Context: an optimization exercise on an open-source flow, tuned for small area, a short achievable clock period and few clock cycles per item. The choices shown serve that exercise and are no tape-out recipe.
In this exercise RTL edits were held to simulation tests only and were not proved equivalent to the original.

[flow/run.sh]
#!/bin/bash
# synth_recipe.tcl (not shown) runs the flow's synth.tcl, then flattens the netlist and writes it again
# the make line also repeats each setting of config.mk as NAME=value (left out here)
make -C /OpenROAD-flow-scripts/flow DESIGN_CONFIG=/design/flow/config.mk WORK_HOME=/design/flow/orfs CLKGATE_MAP_FILE= SYNTH_SCRIPT=/design/flow/synth_recipe.tcl finish
[flow/constraint.sdc]
create_clock -name core_clock -period 6.0 [get_ports {aclk}]
set_input_delay 1.2000 -clock core_clock [delete_from_list [all_inputs] [get_ports {aclk}]]
set_output_delay 1.2000 -clock core_clock [all_outputs]
set_load 0.01 [all_outputs]
[flow/design.v]
`timescale 1ns / 1ps
package hcka_pkg;
    localparam int CH_W      = 8;
    localparam int HUE_W     = 9;
    localparam int SEC_W     = 3;      
    localparam int BQ_W      = 4;      
    localparam int BR_W      = 6;      
    localparam int PROD_W    = 14;
    localparam int CFG_IDX_W = 1;
    localparam int CFG_W     = HUE_W;
    localparam int S_DATA_W  = 24;
    localparam int M_DATA_W  = 32;
    localparam logic [CFG_IDX_W-1:0] REG_HUE_LOW  = 1'b0;
    localparam logic [CFG_IDX_W-1:0] REG_HUE_HIGH = 1'b1;
    localparam logic [BQ_W-1:0] LO_Q_RST = 4'd2;
    localparam logic [BR_W-1:0] LO_R_RST = 6'd11;
    localparam logic [BQ_W-1:0] HI_Q_RST = 4'd2;
    localparam logic [BR_W-1:0] HI_R_RST = 6'd25;
endpackage
`timescale 1ns / 1ps
import hcka_pkg::*;
module hcka_sector (
    input  logic [hcka_pkg::CH_W-1:0]  red,
    input  logic [hcka_pkg::CH_W-1:0]  green,
    input  logic [hcka_pkg::CH_W-1:0]  blue,
    output logic [hcka_pkg::SEC_W-1:0] sext,
    output logic [hcka_pkg::CH_W-1:0]  delta,
    output logic [hcka_pkg::CH_W-1:0]  t
);
    logic rg, rb, gb;
    logic [CH_W-1:0] mx, mn, tp, tm;
    assign rg = red >= green;
    assign rb = red >= blue;
    assign gb = green >= blue;
    always_comb begin
        if (rg && rb) begin
            mx = red;
            tp = gb ? green : red;
            if (gb) begin sext = 3'd0; mn = blue;  tm = blue;  end
            else    begin sext = 3'd5; mn = green; tm = blue;  end
        end else if (gb) begin
            mx = green;
            if (rb) begin sext = 3'd1; mn = blue;  tp = green; tm = red;   end
            else    begin sext = 3'd2; mn = red;   tp = blue;  tm = red;   end
        end else begin
            mx = blue;
            if (rg) begin sext = 3'd4; mn = green; tp = red;   tm = green; end
            else    begin sext = 3'd3; mn = red;   tp = blue;  tm = green; end
        end
    end
    assign delta = mx - mn;
    assign t     = tp - tm;
endmodule
`timescale 1ns / 1ps
import hcka_pkg::*;
module hue_chroma_key_alpha_unit (
    input  logic                               aclk,
    input  logic                               aresetn,
    input  logic                               s_tvalid,
    output logic                               s_tready,
    input  logic [hcka_pkg::S_DATA_W-1:0]      s_tdata,    
    output logic                               m_tvalid,
    input  logic                               m_tready,
    output logic [hcka_pkg::M_DATA_W-1:0]      m_tdata,    
    input  logic                               cfg_wr_en,
    input  logic [hcka_pkg::CFG_IDX_W-1:0]     cfg_index,
    input  logic [hcka_pkg::CFG_W-1:0]         cfg_wdata
);
    logic [BQ_W-1:0] lo_q_reg, hi_q_reg;
    logic [BR_W-1:0] lo_r_reg, hi_r_reg;
    logic [BQ_W-1:0] wr_q_ge, wr_q_gt;
    logic [BR_W-1:0] wr_r_ge, wr_r_gt;
    logic [SEC_W-1:0]  sext;
    logic [CH_W-1:0]   delta;
    logic [CH_W-1:0]   t;
    logic [PROD_W-1:0] t60, lo_d, hi_d;
    logic              lo_ok, hi_ok;
    logic            key_reg;
    logic [S_DATA_W-1:0] rgb_reg;
    always_comb begin
        wr_q_ge = '0;
        wr_q_gt = '0;
        for (int k = 1; k <= 8; k++) begin
            if (cfg_wdata >= CFG_W'(60 * k)) wr_q_ge = wr_q_ge + 1'b1;
            if (cfg_wdata >  CFG_W'(60 * k)) wr_q_gt = wr_q_gt + 1'b1;
        end
    end
    assign wr_r_ge = BR_W'(cfg_wdata - CFG_W'(wr_q_ge * 6'd60));
    assign wr_r_gt = BR_W'(cfg_wdata - CFG_W'(wr_q_gt * 6'd60));
    always_ff @(posedge aclk) begin
        if (!aresetn) begin
            lo_q_reg <= LO_Q_RST;
            lo_r_reg <= LO_R_RST;
            hi_q_reg <= HI_Q_RST;
            hi_r_reg <= HI_R_RST;
        end else if (cfg_wr_en) begin
            unique case (cfg_index)
                REG_HUE_LOW:  begin lo_q_reg <= wr_q_ge; lo_r_reg <= wr_r_ge; end
                REG_HUE_HIGH: begin hi_q_reg <= wr_q_gt; hi_r_reg <= wr_r_gt; end
                default: ;
            endcase
        end
    end
    hcka_sector u_sector (
        .red   (s_tdata[7:0]),
        .green (s_tdata[15:8]),
        .blue  (s_tdata[23:16]),
        .sext  (sext),
        .delta (delta),
        .t     (t)
    );
    assign t60  = (PROD_W'(t) << 6) - (PROD_W'(t) << 2);
    assign lo_d = PROD_W'(lo_r_reg) * PROD_W'(delta);
    assign hi_d = PROD_W'(hi_r_reg) * PROD_W'(delta);
    assign lo_ok = ({1'b0, sext} > lo_q_reg) || ({1'b0, sext} == lo_q_reg && lo_d < t60);
    assign hi_ok = ({1'b0, sext} < hi_q_reg) || ({1'b0, sext} == hi_q_reg && t60 < hi_d);
    assign s_tready = !m_tvalid || m_tready;
    always_ff @(posedge aclk) begin
        if (!aresetn) m_tvalid <= 1'b0;
        else if (s_tready) m_tvalid <= s_tvalid;
    end
    always_ff @(posedge aclk) begin
        if (s_tready) begin
            key_reg <= lo_ok && hi_ok;
            rgb_reg <= s_tdata;
        end
    end
    assign m_tdata = {{CH_W{!key_reg}}, rgb_reg};
endmodule
[flow/config.mk]
export PLATFORM = sky130hd
export DESIGN_NAME = hue_chroma_key_alpha_unit
export DESIGN_NICKNAME = hue_chroma_key_alpha_unit
export VERILOG_FILES = /design/flow/design.v
export SDC_FILE = /design/flow/constraint.sdc
export NUM_CORES = 4
export LEC_CHECK = 0
export CAP_MARGIN = 20
export CORE_MARGIN = 2
export CORE_UTILIZATION = 40
export SLEW_MARGIN = 20
==> notes.md <==
==> worst max-delay path, delay by kind of cell <==
family	cells	cell delay [ns]
buf+inv	6	0.70
xor+xnor	2	0.36
compound gates	16	2.63
fa+ha+maj	7	2.62
simple gates	7	1.03
==> stage by stage <==
step | instances | hold WS [ns] | worst slack, ns | util [%]
2_1_floorplan | 1023 | 0.455 | -2.42 | -
3_3_place_gp | 1561 | 0.467 | -3.39 | 54.8
3_5_place_dp | 1561 | 0.479 | -3.58 | 54.8
4_1_cts | 1620 | 0.490 | -2.40 | 59.3
5_1_grt | 1615 | 0.511 | -2.92 | 60.0
6_report | 1615 | 0.488 | -2.51 | 60.0
==> cell type report <==
type	count	area share [%]
Inverter	133	4.09
Timing Repair Buffer	347	23.0
Tap cell	275	2.72
Clock inverter	3	0.158
Sequential cell	46	9.26
Multi-Input combinational cell	806	59.8
Clock buffer	5	0.989
==> placed cells by master, fill, tap and decap left out, drive strengths merged, types with 36 or more instances in the layout <==
| cell | synthesis | final |
|---|---|---|
| a21oi | 62 | 62 |
| xnor2 | 52 | 52 |
| buf | 12 | 289 |
| nor2b | 36 | 36 |
| nor2 | 55 | 55 |
| clkdlybuf4s50 | 0 | 40 |
| nand2 | 78 | 78 |
| fa | 54 | 54 |
| ha | 138 | 138 |
| and2 | 56 | 56 |
| inv | 133 | 134 |
==> cells by family (layout without fill, tap and decap cells) <==
kind of cell	after synthesis	in the layout	synth area share [%]
and+or+nand+nor	302	302	18.4
AOI/OAI and AO/OA	224	224	17.6
adders and majority gates	192	192	32.5
buffers and inverters	171	488	7.89
xor gates and xnor gates	75	75	8.37
DFF	46	46	13.6
muxes	13	13	1.54
==> worst min-delay path by stage <==
stage             endpoint  slack (ns)  cells after the start
2_1_floorplan  hi_q_reg[1]        0.46                      2
3_3_place_gp   lo_q_reg[1]        0.47                      2
3_5_place_dp   lo_q_reg[1]        0.48                      2
4_1_cts        lo_q_reg[1]        0.49                      2
5_1_grt        lo_q_reg[1]        0.51                      2
6_report       lo_q_reg[1]        0.49                      2
==> timing repair <==
action,4_1_cts,5_1_grt
gates resized for setup,192,45
buffers inserted,56,9
hold buffers,0,0
pin swaps,122,47
setup endpoints to repair,9,8
==> metal layers <==
layer / vias up / GRT usage (%) / part of all wire (%)
li1: 4121 / - / -
met1: 3819 / 26.2 / 43
met2: 113 / 39.8 / 51
met3: 36 / 2.11 / 2.7
met4: 0 / 8.55 / 3.0
met5: - / 0 / 0
==> results.ini <==
[logic_synthesis]
synth-seq-cells=46
synthCells=1023
synth.most_common_cell=ha_1
synth_area_mm2=0.00863
synth_largest_area_cell=ha_1
yosysWarnings=2
synth_ff_type=edfxtp_1
synth_top_area_share_pct=20.0
synth-edff-count=25
yosysUniqueCellTypes=82
syn_avg_cell_area_um2=8.43
syn-num-nets=1254
netlist_top_cells_area=ha_1 20%, fa_1 13%, edfxtp_1 8.7%
async_flop_share_pct=0
synth_common_cells=138 x ha_1, 131 x inv_1, 78 x nand2_1
synth_seq_area_share_pct=13.6

[sta]
finalSetupViolCount=5
rsz0062_at_grt=yes
finalWorstSetupSlack_ns=-2.51
maxSlewViolCount=0
period_needed_ns=8.51
fin_crit_sh_pct=142
relSlewSlack_pct=46.9
clock_skew_ns=0.00771
worst_pin_slew_ns=0.776
timing.fmax_mhz=118
setup_tns_ns=-3.84
hold_viol_final=0

[run_status]
status=failed layout checks
so_faults=setup timing

[floorplanning]
fp-row-count=53
start_util_pct=40.9
io_pins=73
dieArea_mm2=0.0228
core-area_mm2=0.0211
die_h_um=151
dieWidth_um=151

[critical_path]
cp-startpoint=s_tdata[13]
r2r-end=key_reg
cp_slowest_cell=fa_1
ff2ff_setup_slack_ns=0.88
cpPeakStageDelay_ns=0.54
critical_path_peak_fanout=7
reg2reg_depth=22
critPathLaunchType=input port
path_common_cell=a21oi_2
critPathCaptureType=flip-flop
critical_path_arrival_ns=8.55
crit_required_ns=6.04
worstSetupEndpoint=key_reg
r2r-start=hi_r_reg[4]
path_class=in -> reg

[placement]
globalplace.congestion=0.844
hpwl_mm=19.2
numPortBuffers=72
placed_cell_area_mm2=0.0116

[clock_tree]
clkTransAtPathRegs_ns=0.06
clock_latency_ns=0.30
cts_tree=yes
cts.sinks=46
cts.htree.levels=2
cts_root_buf=clkbuf_16
cts_buffers=5
cts_buffer_depth=2

[routing]
firstDrtPassIters=4
routed_wl_mm=23.8
ant_nets=0
vias_per_cell=5.01
drt_first_iter_violations=360
vias=8089
drc=0
wl_per_cell_um=14.7

[global_routing]
grt_usage_pct=21.7
grt_first_pass_wirelength_mm=39.7
gr-total-overflow=0
grt_max_degree=27
antenna_found_initial=0
grt_pass1_vias=8322

[final_layout]
finalInstanceArea_mm2=0.0126
drive_gt1_share_pct=34.3
area_growth_pct=46.6
multi_input_area_mm2=0.00757
largest_register_ffs=24
fillers=1876
n_antenna_cell=0
regArea_mm2=0.00117
final_nets=1570

[min_path]
holdCritPathClass=reg -> reg
hold_start=lo_q_reg[1]

[run]
cap_violations=0

Testbench counts, summed over its fixed seeds: cycles 16,392, items 16,384.

-- separate check: timing with driven ports --
In the flow no input, the clock included, has a driving cell. The finished layout below was timed again as built, in two steps.
Step 1: set_driving_cell puts a clkbuf_16 on aclk and a buf_2 on each other input, an assumption about the parent block.
Step 2 times the ports against the registers' clock, not the clock port: input delays grow and output delays shrink by t, the midpoint of the rising clock arrivals with the driver on.
Three values: no drivers, after step 1, after step 2; two values: the first two.
t, ns: 0.327
slack for setup (ns): -2.509 / -2.504 / -2.830
hold slack, ns: 0.488 / 0.488 / 0.488
slew at the worst register clock pin (ns): 0.07 / 0.07
For this run, drivers alone change the setup slack by +0.005 ns; drivers and shift together by -0.321 ns.
